This design comes from an exercise in tuning for small area, a short achievable clock period and few clock cycles per item on the open sky130 flow, not from production work. RTL that was checked went through simulation tests only; none was proved equivalent to the original. Power is estimated from default activity; no workload was simulated.

Setup of before:
==> flow/design.v <==
`timescale 1ns / 1ps
package ist_pkg;
  typedef enum logic [1:0] {
    CMD_ADD    = 2'd0,
    CMD_REMOVE = 2'd1,
    CMD_QUERY  = 2'd2,
    CMD_FILL   = 2'd3
  } ist_cmd_t;
  typedef enum logic [2:0] {
    ST_IDLE,
    ST_SCAN,
    ST_DRAIN,
    ST_APPLY,
    ST_WRITE2,
    ST_RESP
  } ist_state_t;
  typedef struct packed {
    logic holder;   
    logic left;     
    logic right;    
    logic free;     
  } ist_hits_t;
endpackage
`timescale 1ns / 1ps
module ist_mem #(
  parameter int DEPTH = 4,
  parameter int WIDTH = 7,
  parameter int CW    = 3
) (
  input  logic             clk,
  input  logic             rst,
  input  logic             push,
  input  logic [WIDTH-1:0] push_data,
  input  logic             pop,
  output logic             head_valid,
  output logic [WIDTH-1:0] head_data,
  output logic [CW-1:0]    count
);
  logic [WIDTH-1:0] q [DEPTH];
  logic [CW-1:0]    cnt, cnt_pop;
  assign count      = cnt;
  assign head_data  = q[0];
  assign cnt_pop    = cnt - CW'(pop);
  always_ff @(posedge clk) begin
    if (rst) begin
      cnt        <= '0;
      head_valid <= 1'b0;
    end else begin
      cnt        <= cnt_pop + CW'(push);
      head_valid <= (cnt_pop + CW'(push)) != '0;
    end
  end
  always_ff @(posedge clk) begin
    for (int k = 0; k < DEPTH; k++) begin
      if (push && cnt_pop == CW'(k)) begin
        q[k] <= push_data;
      end else if (pop && k < DEPTH - 1) begin
        q[k] <= q[k+1];
      end
    end
  end
endmodule
`timescale 1ns / 1ps
module ist_scan (
  input  logic [15:0] first,    
  input  logic [16:0] fin,      
  input  logic [16:0] x,        
  input  logic [16:0] y,        
  output logic        le1,      
  output logic        eq1,      
  output logic        ge2,      
  output logic        eq2       
);
  always_comb begin
    le1 = {1'b0, first} <= x;
    eq1 = {1'b0, first} == x;
    ge2 = fin >= y;
    eq2 = fin == y;
  end
endmodule
`timescale 1ns / 1ps
module interval_set_table_top (
  input  logic        clk,
  input  logic        rst,
  input  logic        in_valid,
  output logic        in_stall,
  input  logic [1:0]  cmd,
  input  logic [15:0] position,
  input  logic [16:0] fill_length,
  output logic        out_valid,
  input  logic        out_stall,
  output logic        is_member,
  output logic        table_full_error,
  output logic [4:0]  range_total
);
  localparam int N = 16;
  logic        accept;
  logic [16:0] p_ext, p_inc, fill_sum;
  logic [15:0] a_fl;     
  logic        a_v;
  logic [1:0]  a_cmd;
  logic [16:0] a_x;      
  logic [16:0] a_y;      
  logic        a_fnz;    
  logic        a_fhi;    
  logic [16:0] a_xw;     
  always_comb begin
    p_ext    = {1'b0, position};
    p_inc    = p_ext + 17'd1;
  end
  always_ff @(posedge clk) begin
    if (rst) begin
      a_v <= 1'b0;
    end else begin
      a_v <= accept;
    end
    a_cmd <= cmd;
    a_x   <= (cmd == 2'd1 || cmd == 2'd3) ? p_ext : p_inc;
    a_fl  <= fill_length[15:0];
    a_y   <= (cmd == 2'd1) ? p_inc : p_ext;
    a_fnz <= fill_length != 17'd0;
    a_fhi <= fill_length[16];
  end
  always_comb begin
    fill_sum = a_y + {1'b0, a_fl};
    if (a_cmd != 2'd3) begin
      a_xw = a_x;
    end else if (a_fhi || fill_sum[16]) begin
      a_xw = 17'd65536;
    end else begin
      a_xw = fill_sum;
    end
  end
  logic [N-1:0] vs, ve;           
  logic [15:0]  st  [N];          
  logic [16:0]  en  [N];          
  logic [4:0]   cnt;              
  logic [N-1:0] c_le1, c_eq1, c_ge2, c_eq2;
  logic         f_le1, f_eq1, f_ge2, f_eq2;
  logic [N-1:0] c_s1, c_e1;
  logic         f_s1, f_e1, a_rm;
  logic        d_v;
  logic [1:0]  d_cmd;
  logic [16:0] d_x;      
  logic [16:0] d_y;      
  logic        d_fnz;
  logic [N-1:0] r_sle, r_seq, r_ele, r_eeq;
  for (genvar i = 0; i < N; i++) begin : g_ent
    ist_scan u_cmp (
      .first (st[i]),
      .fin   (en[i]),
      .x     (a_x),
      .y     (a_y),
      .le1   (c_le1[i]),
      .eq1   (c_eq1[i]),
      .ge2   (c_ge2[i]),
      .eq2   (c_eq2[i])
    );
  end
  ist_scan u_fix (
    .first (d_y[15:0]),
    .fin   (d_x),
    .x     (a_x),
    .y     (a_y),
    .le1   (f_le1),
    .eq1   (f_eq1),
    .ge2   (f_ge2),
    .eq2   (f_eq2)
  );
  always_comb begin
    a_rm = a_cmd == 2'd1;
    c_s1 = a_rm ? c_le1 : (c_le1 & ~c_eq1);
    c_e1 = a_rm ? ~c_ge2 : (~c_ge2 | c_eq2);
    f_s1 = a_rm ? f_le1 : (f_le1 & ~f_eq1);
    f_e1 = a_rm ? ~f_ge2 : (~f_ge2 | f_eq2);
  end
  logic [N-1:0] hs, he, free_s, free_e;
  logic         lows, lowe, member, any_s, any_e, grow, full;
  logic         is_add, is_rm;
  logic [N-1:0] vs_nx, ve_nx, we_s, we_e;
  logic [4:0]   cnt_nx;
  logic         r_mem, r_err;
  always_comb begin
    is_add = d_cmd == 2'd0;
    is_rm  = d_cmd == 2'd1;
    full   = cnt[4];
    lows   = 1'b1;
    lowe   = 1'b1;
    for (int i = 0; i < N; i++) begin
      free_s[i] = ~vs[i] & lows;
      lows      = lows & vs[i];
      free_e[i] = ~ve[i] & lowe;
      lowe      = lowe & ve[i];
    end
    member = (^(vs & r_sle)) ^ (^(ve & r_ele));
    hs     = vs & r_seq;
    he     = ve & r_eeq;
    any_s  = |hs;
    any_e  = |he;
    grow   = ((is_add & ~member) | (is_rm & member)) & ~any_s & ~any_e;
    vs_nx  = vs;
    ve_nx  = ve;
    we_s   = '0;
    we_e   = '0;
    cnt_nx = cnt;
    r_mem  = 1'b0;
    r_err  = 1'b0;
    unique case (d_cmd)
      2'd0, 2'd1: begin
        we_s   = hs | free_s;
        we_e   = he | free_e;
        vs_nx  = (vs & ~(hs & {N{any_e}})) | (free_s & {N{grow & ~full}});
        ve_nx  = (ve & ~(he & {N{any_s}})) | (free_e & {N{grow & ~full}});
        cnt_nx = (any_s & any_e) ? cnt - 5'd1 : ((grow & ~full) ? cnt + 5'd1 : cnt);
        r_err  = grow & full;
      end
      2'd2: begin
        r_mem = member;
      end
      default: begin
        we_s   = N'(1);
        we_e   = N'(1);
        vs_nx  = N'(d_fnz);
        ve_nx  = N'(d_fnz);
        cnt_nx = 5'(d_fnz);
      end
    endcase
    if (!d_v) begin
      we_s = '0;
      we_e = '0;
    end
  end
  always_ff @(posedge clk) begin
    if (rst) begin
      vs  <= '0;
      ve  <= '0;
      cnt <= '0;
      d_v <= 1'b0;
    end else begin
      d_v <= a_v;
      if (d_v) begin
        vs  <= vs_nx;
        ve  <= ve_nx;
        cnt <= cnt_nx;
      end
    end
  end
  always_ff @(posedge clk) begin
    d_cmd <= a_cmd;
    d_x   <= a_xw;
    d_y   <= a_y;
    d_fnz <= a_fnz;
    for (int i = 0; i < N; i++) begin
      if (we_s[i]) begin
        st[i] <= d_y[15:0];
      end
      if (we_e[i]) begin
        en[i] <= d_x;
      end
      r_sle[i] <= we_s[i] ? f_s1 : c_s1[i];
      r_seq[i] <= we_s[i] ? f_eq1 : c_eq1[i];
      r_ele[i] <= we_e[i] ? f_e1 : c_e1[i];
      r_eeq[i] <= we_e[i] ? f_eq2 : c_eq2[i];
    end
  end
  logic [2:0] q_cnt;
  logic [6:0] head;
  logic       pop;
  logic [2:0] owed;       
  assign pop      = out_valid && !out_stall;
  assign accept   = in_valid && !in_stall;
  always_ff @(posedge clk) begin
    if (rst) begin
      owed     <= '0;
      in_stall <= 1'b0;
    end else begin
      owed     <= owed + 3'(accept) - 3'(pop);
      in_stall <= (owed + 3'(accept) - 3'(pop)) >= 3'd4;
    end
  end
  ist_mem #(
    .DEPTH (4),
    .WIDTH (7),
    .CW    (3)
  ) u_res (
    .clk        (clk),
    .rst        (rst),
    .push       (d_v),
    .push_data  ({r_mem, r_err, cnt_nx}),
    .pop        (pop),
    .head_valid (out_valid),
    .head_data  (head),
    .count      (q_cnt)
  );
  assign is_member        = head[6];
  assign table_full_error = head[5];
  assign range_total      = head[4:0];
endmodule
Settings: LEC_CHECK=0, CAP_MARGIN=20, CORE_MARGIN=2, CORE_UTILIZATION=50, SETUP_SLACK_MARGIN=4.0, SLEW_MARGIN=20, TNS_END_PERCENT=5; clock period 6.5 ns.
run.sh (not shown) runs the stock make flow with config.mk's settings and CLKGATE_MAP_FILE= SYNTH_SCRIPT=/design/flow/synth_recipe.tcl, a recipe that flattens the netlist after the stock synthesis.
Testbench counts of before, summed over its fixed seeds: cycles 16,024, items 16,000.
Input-level comparison between after and before:
--- a/flow/design.v
+++ b/flow/design.v
@@ -204,14 +204,14 @@
     we_e   = '0;
     cnt_nx = cnt;
     r_mem  = 1'b0;
     r_err  = 1'b0;
     unique case (d_cmd)
       2'd0, 2'd1: begin
-        we_s   = hs | free_s;
-        we_e   = he | free_e;
+        we_s   = (hs & {N{~any_e}}) | (free_s & {N{grow & ~full}});
+        we_e   = (he & {N{~any_s}}) | (free_e & {N{grow & ~full}});
         vs_nx  = (vs & ~(hs & {N{any_e}})) | (free_s & {N{grow & ~full}});
         ve_nx  = (ve & ~(he & {N{any_s}})) | (free_e & {N{grow & ~full}});
         cnt_nx = (any_s & any_e) ? cnt - 5'd1 : ((grow & ~full) ? cnt + 5'd1 : cnt);
         r_err  = grow & full;
       end
       2'd2: begin
Notes after the runs:
- Per the comparison of after with before, maximum frequency went down, final net count higher, deepest level of the CTS H-tree was more or less identical, clock group power fell 6.4%.
- The core of after is less densely filled than that of before.
- | minimum clock period after layout | after vs before | worse |
- after: part of the total power dissipated in the clock network is 1.4 points lower than what before reported.
The RTL of after was laid out without a check of its function.

Setup of north:
Another version of the RTL of interval_set_table_top (not shown whole).
For scale: about 0.039 mm2 of cells after synthesis.
## interval_set_table_top
module interval_set_table_top (
  input  logic        clk,
  input  logic        rst,
  input  logic        in_valid,
  output logic        in_stall,
  input  logic [1:0]  cmd,
  input  logic [15:0] position,
  input  logic [16:0] fill_length,
  output logic        out_valid,
  input  logic        out_stall,
  output logic        is_member,
  output logic        table_full_error,
  output logic [4:0]  range_total
);
make LEC_CHECK=0 CAP_MARGIN=20 CORE_MARGIN=2 CORE_UTILIZATION=50 SETUP_SLACK_MARGIN=4.0 SLEW_MARGIN=20 TNS_END_PERCENT=5 finish   # period 6.5 ns
Changes in south relative to north:
--- a/flow/design.v
+++ b/flow/design.v
@@ -65,44 +65,23 @@
   input  logic [15:0] first,    
   input  logic [16:0] fin,      
   input  logic [16:0] x,        
   input  logic [16:0] y,        
   output logic        le1,      
   output logic        eq1,      
   output logic        ge2,      
   output logic        eq2       
 );
-  function automatic logic [1:0] cmp_gt_eq(input logic [16:0] a, input logic [16:0] b);
-    logic [16:0] g, e;
-    logic [4:0]  gg, ge;
-    logic        gt, eq;
-    g = a & ~b;
-    e = ~(a ^ b);
-    for (int j = 0; j < 4; j++) begin
-      gg[j] = g[4*j+3] | (e[4*j+3] & g[4*j+2]) | (e[4*j+3] & e[4*j+2] & g[4*j+1]) |
-              (e[4*j+3] & e[4*j+2] & e[4*j+1] & g[4*j]);
-      ge[j] = e[4*j+3] & e[4*j+2] & e[4*j+1] & e[4*j];
-    end
-    gg[4] = g[16];
-    ge[4] = e[16];
-    gt = gg[4] | (ge[4] & gg[3]) | (ge[4] & ge[3] & gg[2]) | (ge[4] & ge[3] & ge[2] & gg[1]) |
-         (ge[4] & ge[3] & ge[2] & ge[1] & gg[0]);
-    eq = &ge;
-    cmp_gt_eq = {gt, eq};
-  endfunction
-  logic [1:0] c1, c2;
   always_comb begin
-    c1  = cmp_gt_eq({1'b0, first}, x);
-    c2  = cmp_gt_eq(y, fin);
-    le1 = ~c1[1];
-    eq1 = c1[0];
-    ge2 = ~c2[1];
-    eq2 = c2[0];
+    le1 = {1'b0, first} <= x;
+    eq1 = {1'b0, first} == x;
+    ge2 = fin >= y;
+    eq2 = fin == y;
   end
 endmodule
 `timescale 1ns / 1ps
 module interval_set_table_top (
   input  logic        clk,
   input  logic        rst,
   input  logic        in_valid,
   output logic        in_stall,
   input  logic [1:0]  cmd,
@@ -111,52 +90,48 @@
   output logic        out_valid,
   input  logic        out_stall,
   output logic        is_member,
   output logic        table_full_error,
   output logic [4:0]  range_total
 );
   localparam int N = 16;
   logic        accept;
   logic [16:0] p_ext, p_inc, fill_sum;
-  logic [15:0] a_fl;     
   logic        a_v;
   logic [1:0]  a_cmd;
   logic [16:0] a_x;      
   logic [16:0] a_y;      
   logic        a_fnz;    
   logic        a_fhi;    
   logic [16:0] a_xw;     
   always_comb begin
     p_ext    = {1'b0, position};
     p_inc    = p_ext + 17'd1;
+    fill_sum = p_ext + {1'b0, fill_length[15:0]};
   end
   always_ff @(posedge clk) begin
     if (rst) begin
       a_v <= 1'b0;
     end else begin
       a_v <= accept;
     end
     a_cmd <= cmd;
-    a_x   <= (cmd == 2'd1 || cmd == 2'd3) ? p_ext : p_inc;
-    a_fl  <= fill_length[15:0];
+    unique case (cmd)
+      2'd1:    a_x <= p_ext;
+      2'd3:    a_x <= fill_sum;
+      default: a_x <= p_inc;
+    endcase
     a_y   <= (cmd == 2'd1) ? p_inc : p_ext;
     a_fnz <= fill_length != 17'd0;
     a_fhi <= fill_length[16];
   end
   always_comb begin
-    fill_sum = a_y + {1'b0, a_fl};
-    if (a_cmd != 2'd3) begin
-      a_xw = a_x;
-    end else if (a_fhi || fill_sum[16]) begin
-      a_xw = 17'd65536;
-    end else begin
-      a_xw = fill_sum;
-    end
+    a_xw = ((a_cmd == 2'd3) && (a_fhi || a_x[16])) ? 17'd65536 : a_x;
   end
   logic [N-1:0] vs, ve;           
   logic [15:0]  st  [N];          
   logic [16:0]  en  [N];          
   logic [4:0]   cnt;              
   logic [N-1:0] c_le1, c_eq1, c_ge2, c_eq2;
   logic         f_le1, f_eq1, f_ge2, f_eq2;
   logic [N-1:0] c_s1, c_e1;
   logic         f_s1, f_e1, a_rm;
@@ -222,20 +197,20 @@
     vs_nx  = vs;
     ve_nx  = ve;
     we_s   = '0;
     we_e   = '0;
     cnt_nx = cnt;
     r_mem  = 1'b0;
     r_err  = 1'b0;
     unique case (d_cmd)
       2'd0, 2'd1: begin
-        we_s   = hs | free_s;
-        we_e   = he | free_e;
+        we_s   = (hs & {N{~any_e}}) | (free_s & {N{grow & ~full}});
+        we_e   = (he & {N{~any_s}}) | (free_e & {N{grow & ~full}});
         vs_nx  = (vs & ~(hs & {N{any_e}})) | (free_s & {N{grow & ~full}});
         ve_nx  = (ve & ~(he & {N{any_s}})) | (free_e & {N{grow & ~full}});
         cnt_nx = (any_s & any_e) ? cnt - 5'd1 : ((grow & ~full) ? cnt + 5'd1 : cnt);
         r_err  = grow & full;
       end
       2'd2: begin
         r_mem = member;
       end
       default: begin
## What came out
Wire length of the first global-routing pass delta (south − north): favourable. Diff north -> south | count of buffer and inverter cells on the critical path | increase of 1. For the area of the mapped netlist, south came in 1.5% lower than north did. The number of buffers added by the clock tree synthesis step reported for south is smaller than that of north by about 2.4%. Compared to north, the routing of south uses less wire. The routed length on met2 number comes out higher for north vs south. Count of inserted tapcells: south lower than north. Relative to north, site row count has gone down in south. On final core area utilization, north tracks south almost exactly. [compare] base=north new=south: fraction of the yosys area taken by sequential cells essentially unchanged; die height fell about 0.7%; number of multi-input combinational cells now sits higher; clock skew now larger. Flip-flop and latch count, south and north: smaller value in south.
Function was not checked in any run of this note: the RTL went through the layout flow alone.

==> static timing again, ports no longer ideal <==
How much do the figures lean on ideal ports? The routed layouts below were timed once more, with nothing changed but the port constraints. Step 1, drivers: a clkbuf_16 drives clk and a buf_2 each remaining input, both assumed. Step 2, shift: input delay + t, output delay - t, t = (earliest + latest rising clock arrival at the registers) / 2. This alone moves slack from input paths to output paths. Slacks: ideal / step 1 / step 2; pairs: ideal / step 1.
run	t (ns)	setup slack, ns	worst setup path after step 2	clock arrival spread, ns	slew at the worst register clock pin (ns)
before	0.714	3.655 / 3.655 / 3.083	input to register	0.025 / 0.025	0.06 / 0.06
after	0.686	3.085 / 3.085 / 2.756	input to register	0.027 / 0.027	0.06 / 0.06
north	0.698	3.651 / 3.651 / 3.054	input to register	0.034 / 0.035	0.06 / 0.06
south	0.691	3.179 / 3.210 / 2.519	input to register	0.031 / 0.031	0.07 / 0.07
After both steps every run listed still meets setup and hold. The setup slack of south, which loses most, moves by +0.031 ns with the drivers and by -0.660 ns with both steps.
